This is an optimization exercise on Yosys and OpenROAD, whose aim is small area, a short achievable clock period and few clock cycles per item, not a production implementation. At most, simulation tests tie the RTL to the original design; equivalence was not proved. Power figures rest on the tool's default switching activity, not on a simulated workload.

## alpha
// serial_packet_framer_deframer_core
module serial_packet_framer_deframer_core #(
   parameter int TX_BUFFER_DEPTH = 256
) (
   input  logic       clock,
   input  logic       reset,
   input  logic       req_valid,
   output logic       req_ready,
   input  logic [2:0] req_action,
   input  logic [7:0] req_byte_value,
   input  logic [7:0] req_load_index,
   input  logic [7:0] req_tx_length,
   output logic       rsp_valid,
   input  logic       rsp_ready,
   output logic [1:0] rsp_kind,
   output logic [7:0] rsp_out_byte,
   output logic [7:0] rsp_position,
   output logic [7:0] rsp_packet_length,
   output logic       rsp_tx_busy
);
Size: roughly 4600 cells after synthesis, roughly 2400 flip-flops, roughly 60 I/O pins.
clock: 5.0 ns
lec_check: 0
abc_clock_period_in_ps: 2500
cap_margin: 20
core_margin: 2
core_utilization: 55
cts_cluster_diameter: 120
cts_cluster_size: 26
setup_slack_margin: 2.0
slew_margin: 20
run.sh (not shown) runs the stock make flow with config.mk's settings and CLKGATE_MAP_FILE= SYNTH_SCRIPT=/design/flow/synth_recipe.tcl, a recipe that flattens the netlist after the stock synthesis.
What beta does differently from alpha at the input level:
--- a/flow/design.v
+++ b/flow/design.v
@@ -260,83 +260,85 @@
          end else begin
             ref_sel_step[g] = ({1'b0, phase_inc} <= {1'b0, tx_position_ff[2:0]} + 4'd1)
                               ? pos_hi_oh[g+1] : pos_hi_oh[g+2];
          end
       end
    end
    assign ref_own_stay = !pos_in_head && (phase_inc == tx_position_ff[2:0]);
    assign ref_own_step = (!pos_in_head || pos_lo_max) && (phase_inc == pos_inc[2:0]);
    assign ref_seg_in   = act_start ? 5'd1 : consume ? ref_seg_step : ref_seg_stay;
    assign ref_own_in   = !act_start && (consume ? ref_own_step : ref_own_stay);
+   logic [NPQ-1:0] pq_elig_ff, pq_elig_in;            
    logic [NPQ-1:0] pq_sel_ff, pq_sel, pq_due, pq_sel_in, pq_match, pq_hit;
    logic         pq_direct;
    logic         ring_wr_en_ff;
    logic [4:0]   ring_wr_seg_ff, ring_wr_seg_in;
    logic [7:0]   ring_wr_data_ff, ring_wr_data_in;
    assign pq_sel       = pq_sel_ff;
    assign ring_wr_en   = ring_wr_en_ff;
    assign ring_wr_seg  = ring_wr_seg_ff;
    assign ring_wr_data = ring_wr_data_ff;
    always_comb begin
       logic       found;
       found           = 1'b0;
       ring_wr_data_in = 8'd0;
       ring_wr_seg_in  = 5'd0;
       for (int q = 0; q < NPQ; q++) begin
          pq_match[q]  = pq_valid_ff[q] && (pq_idx_ff[q] == req_load_index);
          pq_due[q]    = pq_valid_ff[q] && !pq_sel_ff[q] && (pq_idx_ff[q][2:0] == phase_inc);
          pq_sel_in[q] = pq_due[q] && !found;
          found        = found || pq_due[q];
-         ring_wr_data_in = ring_wr_data_in | ({8{pq_sel_in[q]}} & pq_data_ff[q]);
+         ring_wr_data_in = ring_wr_data_in | ({8{pq_sel_in[q]}}
+                           & ((ring_load && pq_match[q]) ? req_byte_value : pq_data_ff[q]));
          ring_wr_seg_in  = ring_wr_seg_in  | ({5{pq_sel_in[q]}} & pq_idx_ff[q][7:3]);
       end
       pq_direct = ring_load && !(|pq_match) && !found && (req_load_index[2:0] == phase_inc);
       if (pq_direct) begin
          ring_wr_data_in = req_byte_value;
          ring_wr_seg_in  = req_load_index[7:3];
       end
    end
    always_comb begin
       logic [7:0] fwd;
       fwd          = 8'd0;
       for (int q = 0; q < NPQ; q++) begin
-         pq_hit[q]    = pq_valid_ff[q] && (pq_idx_ff[q] == {ref_seg_ff, phase_ff});
+         pq_hit[q]    = pq_elig_ff[q] && (pq_idx_ff[q][7:3] == ref_seg_ff);
          fwd          = fwd | ({8{pq_hit[q]}} & pq_data_ff[q]);
       end
+      if (ring_wr_en_ff && (ring_wr_seg_ff == ref_seg_ff)) begin
+         fwd = fwd | ring_wr_data_ff;
+      end
       ref_data   = fwd;
-      if (!(|pq_hit)) begin
-         if (ring_wr_en_ff && (ring_wr_seg_ff == ref_seg_ff)) begin
-            ref_data = ring_wr_data_ff;
-         end else begin
-            for (int g = 1; g < NSEG; g++) begin
-               ref_data = ref_data | ({8{ref_sel_ff[g]}} & tap[g]);
-            end
+      if (!(|pq_hit) && !(ring_wr_en_ff && (ring_wr_seg_ff == ref_seg_ff))) begin
+         for (int g = 1; g < NSEG; g++) begin
+            ref_data = ref_data | ({8{ref_sel_ff[g]}} & tap[g]);
          end
       end
    end
    logic [NPQ-1:0] pq_alloc;
    logic [7:0]     pq_idx_in [NPQ];
    logic           pq_room_next;
    always_comb begin
       logic       taken;
       logic       due_next;
       logic [NPQ-1:0] free;
       logic [NPQ-1:0] one, two;                  
       taken        = 1'b0;
       due_next     = 1'b0;
       for (int q = 0; q < NPQ; q++) begin
          pq_alloc[q] = ring_load && !(|pq_match) && !pq_direct
                        && (!pq_valid_ff[q] || pq_sel[q]) && !taken;
          taken       = taken || !pq_valid_ff[q] || pq_sel[q];
          pq_valid_in[q] = (pq_valid_ff[q] && !pq_sel[q])
                           || (ring_load && pq_match[q]) || pq_alloc[q];
          pq_idx_in[q]   = pq_alloc[q] ? req_load_index : pq_idx_ff[q];
+         pq_elig_in[q]  = pq_valid_in[q] && (pq_idx_in[q][2:0] == phase_inc);
          free[q]        = !pq_valid_ff[q] || pq_sel[q];
          due_next       = due_next || pq_due[q];
       end
       one = free;
       two = '0;
       for (int w = 1; w < NPQ; w = w * 2) begin
          for (int q = 0; q + w < NPQ; q = q + 2 * w) begin
             two[q] = two[q] || two[q+w] || (one[q] && one[q+w]);
             one[q] = one[q] || one[q+w];
          end
@@ -379,21 +381,22 @@
          tx_active_ff <= tx_active_in;
       end
       rx_count_ff    <= rx_count_in;
       rx_position_ff <= rx_position_in;
       tx_phase_ff    <= tx_phase_in;
       tx_count_ff    <= tx_count_in;
       tx_position_ff <= tx_position_in;
    end
    always_ff @(posedge clock) begin
       pq_valid_ff <= pq_valid_in;
-      pq_sel_ff   <= pq_sel_in & ~({NPQ{ring_load}} & pq_match);
+      pq_elig_ff  <= pq_elig_in;
+      pq_sel_ff   <= pq_sel_in;
       ring_wr_en_ff   <= (|pq_due) || pq_direct;
       ring_wr_seg_ff  <= ring_wr_seg_in;
       ring_wr_data_ff <= ring_wr_data_in;
       for (int q = 0; q < NPQ; q++) begin
          if ((ring_load && pq_match[q]) || pq_alloc[q]) begin
             pq_data_ff[q] <= req_byte_value;
          end
          pq_idx_ff[q] <= pq_idx_in[q];
       end
    end
Findings:
Looking at utilization, beta sits below alpha.
Top fanout value on the critical path sits lower in beta than in alpha.
beta against alpha: final period demand of the worst path picked up an extra 0.021 ns; number of global-route vias before repair lower.
Going from alpha to beta, total power +4.0%, post-cts hold buffer count ~0 delta, routed length on met2 -8.7 mm.
The higher wire length of beta and alpha is in alpha.
Testbench counts of beta, summed over its fixed seeds: cycles 32,008, items 32,000.
For alpha, only the layout was checked, not whether the RTL still works.

[static timing again, ports no longer ideal]
The results above use ideal ports. As a check the final layouts listed here were re-extracted and re-timed, cells and wires unchanged.
Step 1, drivers: a clkbuf_16 drives clock and a buf_2 each remaining input, both assumed.
Step 2 also shifts input and output timing later by t, the mid clock arrival at the registers, as if the neighbouring blocks saw the same clock.
a / b / c = no drivers / after step 1 / after step 2; a / b = the first two.
run	t, ns	setup slack, ns	worst slew at a driven data input, ns	cell pins on the clock port's net
alpha	0.790	1.938 / 1.938 / 1.326	0.07	1
beta	0.784	1.917 / 1.952 / 1.188	0.07	1
After both steps setup and hold are still met in every run listed. The setup slack of beta, which loses most, moves by +0.035 ns with the drivers and by -0.729 ns with both steps.
